This design comes from an exercise in tuning for small area, a short achievable clock period and few clock cycles per item on the open sky130 flow, not from production work. At most, simulation tests tie the RTL to the original design; equivalence was not proved. No functional check of the RTL was part of run 1. No activity file was given, so power comes from the tool's default toggle rates.

[flow/config.mk]
export PLATFORM = sky130hd
export DESIGN_NAME = door_brightness_state_machine
export DESIGN_NICKNAME = door_brightness_state_machine
export VERILOG_FILES = /design/flow/design.v
export SDC_FILE = /design/flow/constraint.sdc
export NUM_CORES = 4
export LEC_CHECK = 0
export CAP_MARGIN = 20
export CORE_MARGIN = 2
export CORE_UTILIZATION = 40
export SETUP_SLACK_MARGIN = 4.5
export SLEW_MARGIN = 20
[flow/constraint.sdc]
create_clock -name core_clock -period 8.0 [get_ports {clock}]
set_input_delay 1.6000 -clock core_clock [delete_from_list [all_inputs] [get_ports {clock}]]
set_output_delay 1.6000 -clock core_clock [all_outputs]
set_load 0.01 [all_outputs]
[flow/design.v]
package dbsm_pkg;
   localparam int WINDOW_SIZE_DEF   = 8;
   localparam int DROP_RATIO_DEF    = 179;
   localparam int WINDOW_SIZE_MAX   = 32;
   localparam int LUMA_W            = 16;
   localparam int FILL_MAX_W        = $clog2(WINDOW_SIZE_MAX + 1);
   localparam int COUNT_W           = 8;
   localparam int CSR_INDEX_W       = 3;
   localparam logic [1:0] MODE_CLOSED  = 2'd0;
   localparam logic [1:0] MODE_OPENING = 2'd1;
   localparam logic [1:0] MODE_OPEN    = 2'd2;
   localparam logic [1:0] MODE_CLOSING = 2'd3;
   localparam logic [2:0] EV_NONE    = 3'd0;
   localparam logic [2:0] EV_OPENED  = 3'd1;
   localparam logic [2:0] EV_GUARD   = 3'd2;
   localparam logic [2:0] EV_RESUMED = 3'd3;
   localparam logic [2:0] EV_CLOSED  = 3'd4;
   localparam logic [CSR_INDEX_W-1:0] CSR_OPENING_CANDIDATE = 3'd0;
   localparam logic [CSR_INDEX_W-1:0] CSR_OPEN_LIGHT        = 3'd1;
   localparam logic [CSR_INDEX_W-1:0] CSR_OPEN_CONFIRM      = 3'd2;
   localparam logic [CSR_INDEX_W-1:0] CSR_CLOSE_CONFIRM     = 3'd3;
   localparam logic [CSR_INDEX_W-1:0] CSR_CLOSING_GUARD     = 3'd4;
   localparam logic [CSR_INDEX_W-1:0] CSR_CLOSING_DARK      = 3'd5;
   localparam logic [CSR_INDEX_W-1:0] CSR_REFERENCE_LUMA    = 3'd6;
   localparam logic [CSR_INDEX_W-1:0] CSR_REFERENCE_DARK    = 3'd7;
   typedef struct packed {
      logic                  push;
      logic                  restart;
      logic                  sort_en;
      logic                  sort_odd;
      logic                  capture;
      logic [LUMA_W-1:0]     value;
      logic [FILL_MAX_W-1:0] fill;
   } win_cmd_type;
   function automatic logic [COUNT_W-1:0] sat_inc8(input logic [COUNT_W-1:0] v);
      sat_inc8 = (v == {COUNT_W{1'b1}}) ? v : v + 1'b1;
   endfunction
endpackage
import dbsm_pkg::*;
module door_brightness_state_machine
(
   input  logic                   clock,
   input  logic                   reset,
   input  logic                   req_tvalid,
   output logic                   req_tready,
   input  logic [31:0]            req_tdata,   
   output logic                   rsp_tvalid,
   input  logic                   rsp_tready,
   output logic [23:0]            rsp_tdata,   
   input  logic                   csr_valid,
   output logic                   csr_ready,
   input  logic [CSR_INDEX_W-1:0] csr_index,
   input  logic [15:0]            csr_data
);
   localparam int W = 8;
   logic [15:0] ocl_ff, oll_ff, cgl_ff, cdf_ff, rul_ff, rdl_ff;
   logic [7:0]  ocf_ff, ccf_ff;
   logic        v1_ff;
   logic [15:0] l1_ff;
   logic        f_ocl_ff, f_oll_ff, f_cg_ff, f_pu_ff;
   logic [1:0]  mode_ff;
   logic [7:0]  cnt_ff;
   logic [15:0] ref_ff;
   logic [15:0] q_ff;
   logic        qnz_ff, qstale_ff;
   logic [2:0]  wptr_ff;
   logic        full_ff;
   logic [15:0] s_ff [W];
   logic [2:0]  t_ff [W];
   logic        rsp_valid_ff;
   logic        run_ff;
   logic [2:0]  ev_ff;
   logic [15:0] luma, dark;
   logic        accept, proceed, step, stall;
   assign luma       = req_tdata[15:0];
   assign dark       = req_tdata[31:16];
   assign csr_ready  = 1'b1;
   assign proceed    = !rsp_valid_ff || rsp_tready;
   assign req_tready = !v1_ff || (proceed && !stall);
   assign accept     = req_tvalid && req_tready;
   assign step       = v1_ff && proceed && !stall;
   always_ff @(posedge clock) begin
      if (reset) begin
         ocl_ff <= 16'd10240;
         oll_ff <= 16'd15360;
         ocf_ff <= 8'd3;
         ccf_ff <= 8'd3;
         cgl_ff <= 16'd7680;
         cdf_ff <= 16'd45875;
         rul_ff <= 16'd15360;
         rdl_ff <= 16'd19661;
      end else if (csr_valid) begin
         case (csr_index)
            3'd0: ocl_ff <= csr_data;
            3'd1: oll_ff <= csr_data;
            3'd2: ocf_ff <= csr_data[7:0];
            3'd3: ccf_ff <= csr_data[7:0];
            3'd4: cgl_ff <= csr_data;
            3'd5: cdf_ff <= csr_data;
            3'd6: rul_ff <= csr_data;
            default: rdl_ff <= csr_data;
         endcase
      end
   end
   always_ff @(posedge clock) begin
      if (reset) begin
         v1_ff <= 1'b0;
      end else if (req_tready) begin
         v1_ff <= req_tvalid;
      end
   end
   always_ff @(posedge clock) begin
      if (req_tready) begin
         l1_ff    <= luma;
         f_ocl_ff <= (luma >= ocl_ff);
         f_oll_ff <= (luma >= oll_ff);
         f_cg_ff  <= (luma <= cgl_ff) && (dark >= cdf_ff);
         f_pu_ff  <= (luma >= rul_ff) && (dark <= rdl_ff);
      end
   end
   logic [23:0] prod;
   logic        closing;
   logic [7:0]  inc, cnt_lim;
   logic        cnt_hit;
   logic [1:0]  mode_d;
   logic        run_d, push_d, restart_d;
   logic [2:0]  ev_d;
   assign prod    = {8'd0, ref_ff} * 24'd179;
   assign stall   = qstale_ff && f_cg_ff && mode_ff[1];
   assign closing = qnz_ff && f_cg_ff && (l1_ff <= q_ff);
   always_ff @(posedge clock) begin
      q_ff   <= prod[23:8];
      qnz_ff <= |ref_ff;
   end
   assign inc     = (cnt_ff == 8'hFF) ? cnt_ff : cnt_ff + 8'd1;
   assign cnt_lim = mode_ff[1] ? ccf_ff : ocf_ff;
   assign cnt_hit = (inc >= cnt_lim);
   always_comb begin
      mode_d    = mode_ff;
      run_d     = 1'b0;
      push_d    = 1'b0;
      restart_d = 1'b0;
      ev_d      = 3'd0;
      case (mode_ff)
         2'd0: begin
            if (f_ocl_ff) mode_d = 2'd1;
         end
         2'd1: begin
            if (f_oll_ff) begin
               if (cnt_hit) begin
                  mode_d    = 2'd2;
                  restart_d = 1'b1;
                  ev_d      = 3'd1;
               end
            end else begin
               mode_d = 2'd0;
            end
         end
         2'd2: begin
            if (closing) begin
               mode_d = 2'd3;
               ev_d   = 3'd2;
            end else begin
               run_d  = 1'b1;
               push_d = f_pu_ff;
            end
         end
         default: begin
            if (closing) begin
               if (cnt_hit) begin
                  mode_d = 2'd0;
                  ev_d   = 3'd4;
               end
            end else begin
               mode_d = 2'd2;
               ev_d   = 3'd3;
            end
         end
      endcase
   end
   logic [W-1:0]   hit, m, lt, blt;
   logic [15:0]    b [W];
   logic [2:0]     bt [W];
   logic [15:0]    s_new [W];
   logic [2:0]     t_new [W];
   always_comb begin
      for (int j = 0; j < W; j++) begin
         hit[j] = (t_ff[j] == wptr_ff);
         lt[j]  = (s_ff[j] < l1_ff);
      end
      m[0] = hit[0];
      for (int j = 1; j < W; j++) m[j] = m[j-1] | hit[j];
      for (int j = 0; j < W; j++) begin
         if (j < W - 1) begin
            b[j]   = m[j] ? s_ff[j+1] : s_ff[j];
            bt[j]  = m[j] ? t_ff[j+1] : t_ff[j];
            blt[j] = m[j] ? lt[j+1]   : lt[j];
         end else begin
            b[j]   = s_ff[j];
            bt[j]  = t_ff[j];
            blt[j] = 1'b0;
         end
      end
      for (int j = 0; j < W; j++) begin
         if (blt[j]) begin
            s_new[j] = b[j];
            t_new[j] = bt[j];
         end else if (j == 0 || blt[(j == 0) ? 0 : j - 1]) begin
            s_new[j] = l1_ff;
            t_new[j] = wptr_ff;
         end else begin
            s_new[j] = b[(j == 0) ? 0 : j - 1];
            t_new[j] = bt[(j == 0) ? 0 : j - 1];
         end
      end
   end
   logic [15:0] med_lo, med_hi, ref_push;
   logic [16:0] med_sum;
   always_comb begin
      med_lo = s_new[3];
      med_hi = s_new[4];
      if (!full_ff) begin
         case (wptr_ff)
            3'd0: begin med_lo = s_new[0]; med_hi = s_new[0]; end  
            3'd1: begin med_lo = s_new[0]; med_hi = s_new[1]; end  
            3'd2: begin med_lo = s_new[1]; med_hi = s_new[1]; end  
            3'd3: begin med_lo = s_new[1]; med_hi = s_new[2]; end  
            3'd4: begin med_lo = s_new[2]; med_hi = s_new[2]; end  
            3'd5: begin med_lo = s_new[2]; med_hi = s_new[3]; end  
            3'd6: begin med_lo = s_new[3]; med_hi = s_new[3]; end  
            default: begin med_lo = s_new[3]; med_hi = s_new[4]; end  
         endcase
      end
   end
   assign med_sum  = {1'b0, med_lo} + {1'b0, med_hi};
   assign ref_push = med_sum[16:1];
   always_ff @(posedge clock) begin
      if (reset) begin
         mode_ff      <= 2'd0;
         ref_ff       <= '0;
         rsp_valid_ff <= 1'b0;
         qstale_ff    <= 1'b0;
      end else begin
         if (step) begin
            rsp_valid_ff <= 1'b1;
         end else if (rsp_tready) begin
            rsp_valid_ff <= 1'b0;
         end
         qstale_ff <= step && (restart_d || push_d);
         if (step) begin
            mode_ff <= mode_d;
            if (restart_d) begin
               ref_ff <= l1_ff;
            end else if (push_d) begin
               ref_ff <= ref_push;
            end
         end
      end
   end
   always_ff @(posedge clock) begin
      if (step) begin
         cnt_ff <= mode_ff[0] ? inc : 8'd1;
         run_ff <= run_d;
         ev_ff  <= ev_d;
         if (restart_d) begin
            wptr_ff <= 3'd1;
            full_ff <= 1'b0;
            for (int j = 0; j < W; j++) begin
               s_ff[j] <= (j == 0) ? l1_ff : 16'hFFFF;
               t_ff[j] <= 3'(j);
            end
         end else if (push_d) begin
            wptr_ff <= wptr_ff + 3'd1;
            if (wptr_ff == 3'd7) full_ff <= 1'b1;
            for (int j = 0; j < W; j++) begin
               s_ff[j] <= s_new[j];
               t_ff[j] <= t_new[j];
            end
         end
      end
   end
   assign rsp_tvalid = rsp_valid_ff;
   assign rsp_tdata  = {2'b00, ref_ff, ev_ff, run_ff, mode_ff};
endmodule
[flow/run.sh]
#!/bin/bash
# synth_recipe.tcl (not shown) runs the flow's synth.tcl, then flattens the netlist and writes it again
# the make line also repeats each setting of config.mk as NAME=value (left out here)
make -C /OpenROAD-flow-scripts/flow DESIGN_CONFIG=/design/flow/config.mk WORK_HOME=/design/flow/orfs CLKGATE_MAP_FILE= SYNTH_SCRIPT=/design/flow/synth_recipe.tcl finish
==> load_flow_metrics.sql, run 1 <==
INSERT INTO impl_metrics (metric_group, metric, value, unit) VALUES
('run_status', 'run_status', 'complete, no violations', ''),
('final_layout', 'finish.instance_area', '34500', 'um2'),
('power', 'powerDensity', '149', 'nW/um2'),
('route', 'route.antenna.remaining_nets', '0', ''),
('route', 'drt_first_pass_iters', '6', ''),
('route', 'routedWlPerCell', '22.2', 'um'),
('logic_synthesis', 'sequential_to_total_area_share_from_yosys_stat', '33.0', '%'),
('grt', 'grt_max_degree', '97', ''),
('route', 'dr_drc_count', '0', ''),
('setup_path', 'ff2ff_path_depth', '32', ''),
('setup_path', 'cp-endpoint', 'ref_ff[14]', ''),
('grt', 'grt-ovfl-total', '0', ''),
('clock_tree', 'worst_skew_pair.late_latency', '590', 'ps'),
('grt', 'grt_pass1_wl', '138000', 'um'),
('clock_tree', 'cts_max_path_buffers', '3', ''),
('floorplan', 'initial_utilization', '40.6', '%'),
('sta', 'finalCritPeriodShare', '69.4', '%'),
('grt', 'grt_usage', '26.2', '%'),
('placed_design', 'dp_slack', '1420', 'ps'),
('grt', 'grt_antenna_before_repair', '0', ''),
('sta', 'max_freq', '180', 'MHz'),
('logic_synthesis', 'syn-mean-instance-area', '8.66', 'um2'),
('final_layout', 'syn_to_final_growth', '31.7', '%'),
('route', 'detail_route.iter0.violations', '2484', ''),
('logic_synthesis', 'synth_cell_count_leaders', 'nand2_1, ha_1, a21oi_1, inv_1, nor2_1', ''),
('setup_path', 'r2r-start', 'l1_ff[12]', ''),
('setup_path', 'ff2ff_setup_slack', '2450', 'ps'),
('setup_path', 'timing.critical_path.slowest_stage_cell', 'a221o_1', ''),
('final_layout', 'final_layout_net_count', '3723', ''),
('floorplan', 'die-width', '260', 'um'),
('floorplan', 'num_io_pins', '83', ''),
('logic_synthesis', 'synth-async-reset-ratio', '0', '%'),
('logic_synthesis', 'postSynthCellCount', '3023', ''),
('setup_path', 'critical_path_class', 'reg2reg', ''),
('setup_path', 'critical_path.endpoint_type', 'register', ''),
('power', 'total_power', '5.13', 'mW'),
('setup_path', 'worst_r2r_endpoint', 'ref_ff[14]', ''),
('grt', 'grt_pass1_vias', '23200', ''),
('sta', 'transition_time_at_the_pin_with_the_least_slew_margin', '1080', 'ps'),
('setup_path', 'critPathLaunchType', 'register', ''),
('min_path', 'hold_path.class', 'reg2reg', ''),
('sta', 'post-route-min-period', '5550', 'ps'),
('floorplan', 'die-height', '260', 'um'),
('sta', 'setup_slack', '2450', 'ps'),
('floorplan', 'placeableCoreArea', '64600', 'um2'),
('sta', 'timing.final.max_slew_violations', '0', ''),
('logic_synthesis', 'synth.cell_area', '26200', 'um2'),
('clock_tree', 'clock_tree.root_cell', 'clkbuf_16', ''),
('setup_path', 'cp.required', '8450', 'ps'),
('sta', 'setup-tns-final', '0', 'ps'),
('logic_synthesis', 'synth_top_cell_area_share', '21.6', '%'),
('route', 'postRouteWirelength', '92900', 'um'),
('final_layout', 'layoutNonFillerInstCount', '4179', ''),
('sta', 'maxSlewHeadroom', '28.0', '%'),
('route', 'post_drt_via_cell_ratio', '5.84', ''),
('placed_design', 'placedInstanceArea', '28200', 'um2'),
('setup_path', 'cpPeakStageDelay', '410', 'ps'),
('setup_path', 'worst_setup_path_startpoint', 'l1_ff[12]', ''),
('sta', 'final_setup_viols', '0', ''),
('clock_tree', 'clk_pin_slew', '60', 'ps'),
('floorplan', 'rows', '93', ''),
('sta', 'grt_setup_unrepaired', 'yes', ''),
('clock_tree', 'tritoncts', 'yes', ''),
('min_path', 'min_path_cells', '2', ''),
('power', 'total_leakage_power', '14.7', 'nW'),
('placed_design', 'cells_after_dpl', '3825', ''),
('logic_synthesis', 'synth-seq-cells', '338', ''),
('logic_synthesis', 'synth_edf_count', '188', ''),
('route', 'vias_after_detailed_routing', '24400', ''),
('setup_path', 'critical_path.max_fanout', '9', ''),
('setup_path', 'arrival', '6000', 'ps');
per-layer routing:
metal	wire [um]	global-route usage [%]
met1	40000	36.2
met5	0	0
met4	3930	9.51
met3	8040	4.43
met2	41000	41.0
registers in the layout, summed over array words and instances (netlist names), 3 cells and up:
name / cells
ccf_ff: 8
cdf_ff: 16
cgl_ff: 16
cnt_ff: 8
ev_ff: 3
l1_ff: 16
ocf_ff: 8
ocl_ff: 16
oll_ff: 16
q_ff: 16
rdl_ff: 16
ref_ff: 16
rul_ff: 16
s_ff: 128
t_ff: 24
wptr_ff: 3
cell type report:
class	instances	area [um2]
inverter	242	1020
sequential	338	8670
timing repair inverter	11	186
clock inverter	19	149
tap	855	1070
multi-input combinational	2268	17600
clock buffer	60	1240
timing repair buffer	386	4570
fill	5696	30100
power breakdown:
| part | internal, mW | leakage (nW) | total, mW | switching (mW) |
|---|---|---|---|---|
| combinational | 0.547 | 11.1 | 1.25 | 0.706 |
| clock | 1.12 | 0.683 | 1.96 | 0.833 |
| sequential | 1.89 | 2.95 | 1.92 | 0.0316 |
| total | 3.56 | 14.7 | 5.13 | 1.57 |
how the worst min path moves through the flow:
stage	slack (ps)	endpoint
2_1_floorplan	440	ocf_ff[2]
3_3_place_gp	440	ocf_ff[3]
3_5_place_dp	450	ocl_ff[15]
4_1_cts	460	ocl_ff[15]
5_1_grt	470	oll_ff[15]
6_report	450	cgl_ff[14]
placed cells by master, fill, tap and decap left out, drive strengths merged, types with 33 or more instances in the layout:
master	n
inv	240
a31oi	33
o21ai	161
ha	339
clkdlybuf4s50	65
fa	37
clkbuf	73
a211oi	44
a21oi	251
nor3	46
buf	299
mux2i	145
o211ai	61
a21o	69
nor2	225
edfxtp	188
nand2b	33
nand2	445
dfxtp	150
worst max-delay path: cells and delay by family, from the launching register on:
kind | cells | cell delay [ps]
compound gates | 19 | 3070
xor+xnor | 1 | 190
fa+ha+maj | 2 | 440
buf+inv | 6 | 900
flops | 1 | 390
simple gates | 4 | 420
per-stage QoR:
step                hold slack (ps)  util, %
floorplan                       436        -
global route                    474     53.4
global placement                441     43.7
detailed placement              447     43.7
finish                          454     53.4
CTS                             455     50.9
cell families (layout without fill, tap and decap cells):
family                     after synthesis  in the layout  synth area share [%]
xor gates and xnor gates                39             39                  1.43
AOI/OAI and AO/OA                      789            793                  19.2
other                                    2              3                0.0287
DFF                                    338            338                  33.0
buffers and inverters                  426            718                  6.33
muxes                                  153            154                  5.90
adders and majority gates              376            376                  19.0
and+or+nand+nor                        900            903                  15.1
what timing repair did:
action / CTS / global route
setup endpoints to repair: 351 / 351
setup buffers: 137 / 80
cloned: 45 / 13
gates resized for setup: 341 / 186
hold buffers: 0 / 0
pin swaps: 89 / 99
==> run 2: changes to the inputs <==
--- a/flow/design.v
+++ b/flow/design.v
@@ -63,4 +63,2 @@
    logic [15:0] ref_ff;
-   logic [15:0] q_ff;
-   logic        qnz_ff, qstale_ff;
    logic [2:0]  wptr_ff;
@@ -73,3 +71,3 @@
    logic [15:0] luma, dark;
-   logic        accept, proceed, step, stall;
+   logic        accept, proceed, step;
    assign luma       = req_tdata[15:0];
@@ -78,5 +76,5 @@
    assign proceed    = !rsp_valid_ff || rsp_tready;
-   assign req_tready = !v1_ff || (proceed && !stall);
+   assign req_tready = !v1_ff || proceed;
    assign accept     = req_tvalid && req_tready;
-   assign step       = v1_ff && proceed && !stall;
+   assign step       = v1_ff && proceed;
    always_ff @(posedge clock) begin
@@ -121,3 +119,3 @@
    logic [23:0] prod;
-   logic        closing;
+   logic        closing, ref_nz;
    logic [7:0]  inc, cnt_lim;
@@ -128,8 +126,4 @@
    assign prod    = {8'd0, ref_ff} * 24'd179;
-   assign stall   = qstale_ff && f_cg_ff && mode_ff[1];
-   assign closing = qnz_ff && f_cg_ff && (l1_ff <= q_ff);
-   always_ff @(posedge clock) begin
-      q_ff   <= prod[23:8];
-      qnz_ff <= |ref_ff;
-   end
+   assign ref_nz  = |ref_ff;
+   assign closing = ref_nz && f_cg_ff && ({l1_ff, 8'd0} <= prod);
    assign inc     = (cnt_ff == 8'hFF) ? cnt_ff : cnt_ff + 8'd1;
@@ -241,3 +235,2 @@
          rsp_valid_ff <= 1'b0;
-         qstale_ff    <= 1'b0;
       end else begin
@@ -248,3 +241,2 @@
          end
-         qstale_ff <= step && (restart_d || push_d);
          if (step) begin
--- a/flow/config.mk
+++ b/flow/config.mk
@@ -10,3 +10,2 @@
 export CORE_UTILIZATION = 40
-export SETUP_SLACK_MARGIN = 4.5
 export SLEW_MARGIN = 20
==> load_flow_metrics.sql, run 2 <==
INSERT INTO impl_metrics (metric_group, metric, value, unit) VALUES
('run_status', 'run_status', 'complete, no violations', ''),
('clock_tree', 'cts_max_path_buffers', '3', ''),
('sta', 'final_hold_viol_count', '0', ''),
('final_layout', 'mostFrequentLayoutCell', 'nand2_1', ''),
('final_layout', 'antenna_cells', '0', ''),
('clock_tree', 'tritoncts', 'yes', ''),
('floorplan', 'die-width', '258', 'um'),
('placed_design', 'dp_hpwl', '56100', 'um'),
('route', 'postRouteWirelength', '76800', 'um'),
('logic_synthesis', 'synth-seq-cells', '320', ''),
('sta', 'max_freq', '133', 'MHz'),
('logic_synthesis', 'synth_edf_count', '188', ''),
('route', 'drt_first_pass_iters', '6', ''),
('setup_path', 'ff2ff_path_depth', '26', ''),
('final_layout', 'largestRegisters', 's_ff: 128 flops, t_ff: 24 flops', ''),
('floorplan', 'placeableCoreArea', '64200', 'um2'),
('logic_synthesis', 'synth_top_cells_by_area', 'edfxtp_1, ha_1, dfxtp_1', ''),
('sta', 'final_setup_viols', '0', ''),
('setup_path', 'critPathLaunchType', 'register', ''),
('setup_path', 'critical_path.endpoint_type', 'register', ''),
('placed_design', 'dp_slack', '615', 'ps'),
('placed_design', 'globalplace.congestion', '0.890', ''),
('setup_path', 'ff2ff_setup_slack', '490', 'ps'),
('power', 'total_leakage_power', '12.6', 'nW'),
('setup_path', 'timing.critical_path.max_delay_family', 'compound AO/OA/AOI/OAI gates', ''),
('clock_tree', 'worst_skew_pair.late_latency', '590', 'ps'),
('sta', 'setup_slack', '493', 'ps'),
('placed_design', 'placedInstanceArea', '27600', 'um2'),
('sta', 'grt_setup_unrepaired', 'no', ''),
('sta', 'post-route-min-period', '7510', 'ps'),
('sta', 'timing.final.max_slew_violations', '0', ''),
('min_path', 'worst_hold_path.endpoint', 'cgl_ff[3]', ''),
('grt', 'grt_max_degree', '93', ''),
('grt', 'grt_usage', '22.8', '%'),
('logic_synthesis', 'syn-mean-instance-area', '8.57', 'um2'),
('logic_synthesis', 'synth.lib_cells_used.distinct', '80', ''),
('setup_path', 'timing.critical_path.slowest_stage_cell', 'fa_1', ''),
('clock_tree', 'numCtsBuffers', '40', ''),
('min_path', 'hold_path_startpoint', 'cgl_ff[3]', ''),
('logic_synthesis', 'synthesis.yosys.warnings', '7', ''),
('route', 'route.antenna.remaining_nets', '0', ''),
('power', 'power.ir.vdd_worst', '0.162', 'mV'),
('final_layout', 'largest_reg_flops', '128', ''),
('sta', 'finalCritPeriodShare', '93.8', '%'),
('logic_synthesis', 'synth-async-reset-ratio', '0', '%'),
('setup_path', 'critical_path_class', 'reg2reg', ''),
('clock_tree', 'cts_repair_resize_count', '0', ''),
('setup_path', 'cp.required', '8220', 'ps'),
('logic_synthesis', 'synth_top_cell_area_share', '21.8', '%'),
('route', 'dr_drc_count', '0', ''),
('final_layout', 'layoutNonFillerInstCount', '3918', ''),
('final_layout', 'largest_register', 's_ff', ''),
('route', 'vias_after_detailed_routing', '22100', ''),
('logic_synthesis', 'synth_cell_count_leaders', 'nand2_1, ha_1, a21oi_1, nor2_1, inv_1', ''),
('floorplan', 'die_area', '66700', 'um2'),
('final_layout', 'syn_to_final_growth', '11.9', '%'),
('final_layout', 'layout.core_utilization', '45.1', '%'),
('clock_tree', 'cts-htree-levels', '2', ''),
('logic_synthesis', 'postSynthCellCount', '3017', ''),
('final_layout', 'final_layout_net_count', '3467', ''),
('logic_synthesis', 'dominantRegCellSynth', 'edfxtp_1', ''),
('setup_path', 'r2r-start', 'ref_ff[3]', ''),
('floorplan', 'die-height', '258', 'um'),
('route', 'post_drt_via_cell_ratio', '5.64', ''),
('clock_tree', 'clock_tree.root_cell', 'clkbuf_16', ''),
('grt', 'grt_pass1_vias', '21800', ''),
('final_layout', 'finish.instance_area', '28900', 'um2'),
('grt', 'grt_antenna_before_repair', '1', ''),
('placed_design', 'placement.io_buffers', '79', ''),
('sta', 'transition_time_at_the_pin_with_the_least_slew_margin', '891', 'ps'),
('floorplan', 'num_io_pins', '83', ''),
('clock_tree', 'cts_hold_buf', '0', ''),
('power', 'powerDensity', '157', 'nW/um2'),
('logic_synthesis', 'netlist.top_cell.by_area', 'edfxtp_1', ''),
('setup_path', 'worstPathBufferInverterCount', '3', ''),
('sta', 'setup-tns-final', '0', 'ps'),
('sta', 'clock_skew', '29.9', 'ps'),
('setup_path', 'path_common_cell', 'a21o_1', ''),
('min_path', 'hold_path.class', 'reg2reg', ''),
('setup_path', 'arrival', '7730', 'ps'),
('logic_synthesis', 'synth_most_common_cell', 'nand2_1', ''),
('run', 'cap_violations', '0', ''),
('floorplan', 'rows', '93', ''),
('clock_tree', 'numClockSinks', '320', ''),
('placed_design', 'cells_after_dpl', '3844', ''),
('logic_synthesis', 'sequential_to_total_area_share_from_yosys_stat', '32.0', '%'),
('grt', 'grt-ovfl-total', '0', ''),
('final_layout', 'mostFrequentLayoutCells', 'nand2_1, ha_1, a21oi_1', ''),
('clock_tree', 'post_cts_buffers', '0', ''),
('clock_tree', 'clk_pin_slew', '60', 'ps'),
('route', 'routedWlPerCell', '19.6', 'um'),
('grt', 'grt_pass1_wl', '122000', 'um'),
('min_path', 'min_path_cells', '2', ''),
('setup_path', 'cpPeakStageDelay', '530', 'ps'),
('logic_synthesis', 'synth.cell_area', '25900', 'um2'),
('final_layout', 'final_layout_size_suffix_gt1_share', '6.69', '%'),
('floorplan', 'initial_utilization', '40.3', '%'),
('setup_path', 'worst_r2r_endpoint', 's_ff[2][10]', ''),
('sta', 'maxSlewHeadroom', '40.6', '%'),
('route', 'detail_route.iter0.violations', '1871', ''),
('setup_path', 'critical_path.max_fanout', '92', '');
run 2: cell count changes in the layout (fill, tap and decap cells not counted), moves of 24 or more:
| cell | delta |
|---|---|
| buf_6 | -50 |
| buf_4 | -115 |
| buf_16 | -28 |
| mux2_2 | +25 |
| buf_12 | -34 |
| nor2_1 | +53 |
| a21oi_1 | +45 |
| nor3_1 | +26 |
| a21o_1 | +24 |
| a21oi_2 | -34 |
| o21ai_1 | -28 |
| o21ai_0 | +65 |
| nand2_1 | +43 |
run 2: per-layer routing:
| layer | share of wire (%) | routed length [um] | global-route usage, % |
|---|---|---|---|
| met5 | 0 | 0 | 0 |
| met4 | 3.2 | 2450 | 7.37 |
| met3 | 6.3 | 4850 | 3.33 |
| met2 | 45 | 34900 | 37.4 |
| met1 | 45 | 34600 | 31.0 |
run 2: worst register-to-register path: cells and delay by family (launching register included):
kind | cells | cell delay (ps)
xor+xnor | 1 | 220
simple gates | 1 | 230
buf+inv | 3 | 510
flops | 1 | 410
compound gates | 15 | 3200
fa+ha+maj | 6 | 2450
run 2: worst max-delay path by stage:
| stage | from | end | slack (ps) | depth (start not counted) |
|---|---|---|---|---|
| 6_report | ref_ff[3] | s_ff[2][10] | 490 | 26 |
| 5_1_grt | ref_ff[4] | s_ff[0][10] | 90 | 29 |
| 4_1_cts | ref_ff[3] | wptr_ff[0] | 560 | 26 |
| 3_5_place_dp | ref_ff[3] | t_ff[0][0] | 610 | 26 |
| 3_3_place_gp | ref_ff[3] | s_ff[6][8] | 790 | 26 |
| 2_1_floorplan | ref_ff[3] | full_ff | 100 | 27 |
run 2: area by class of cell:
| cell class | count | area [um2] |
|---|---|---|
| fill | 6259 | 35300 |
| multi-input combinational | 2317 | 16200 |
| sequential | 320 | 8290 |
| timing repair buffer | 142 | 1270 |
| tap | 855 | 1070 |
| clock buffer | 48 | 1040 |
| inverter | 210 | 791 |
| clock inverter | 26 | 269 |
run 2: stage by stage:
stage	hold slack, ps	total power [mW]
floorplan	436	2.45
global placement	441	2.69
detailed placement	447	2.72
CTS	456	4.58
global route	467	4.75
finish	454	4.55
run 2: kinds of logic (layout without fill, tap and decap cells):
kind of cell,after synthesis,count (layout),share of synthesized area [%]
AOI/OAI and AO/OA,787,787,19.1
xor gates and xnor gates,46,46,1.56
adders and majority gates,380,380,19.5
buffers and inverters,381,426,5.77
DFF,320,320,32.0
muxes,167,167,6.64
other,2,3,0.0290
and+or+nand+nor,934,934,15.4
run 2: where the power goes:
group | internal [mW] | switching, mW
logic | 0.335 | 0.542
clock network | 1.04 | 0.807
registers | 1.79 | 0.0280
Testbench counts of run 2, summed over its fixed seeds: cycles 4,824, items 4,800.

==> re-timing with driven ports <==
The results above use ideal ports. As a check the final layouts listed here were re-extracted and re-timed, cells and wires unchanged. Step 1, drivers: a clkbuf_16 drives clock and a buf_2 each remaining input, both assumed. Step 2, shift: input delay + t, output delay - t, t = (earliest + latest rising clock arrival at the registers) / 2. This alone moves slack from input paths to output paths. a / b / c = ideal ports / drivers / drivers and shift; a / b = the first two.
run	t, ns	setup WS [ns]	clock arrival spread, ns	worst slew at a driven data input, ns	pins driven straight from the clock port
run 1	0.643	2.449 / 2.449 / 2.449	0.031 / 0.032	0.06	1
run 2	0.634	0.493 / 0.493 / 0.493	0.030 / 0.030	0.07	1
After both steps setup and hold are still met in every run listed.
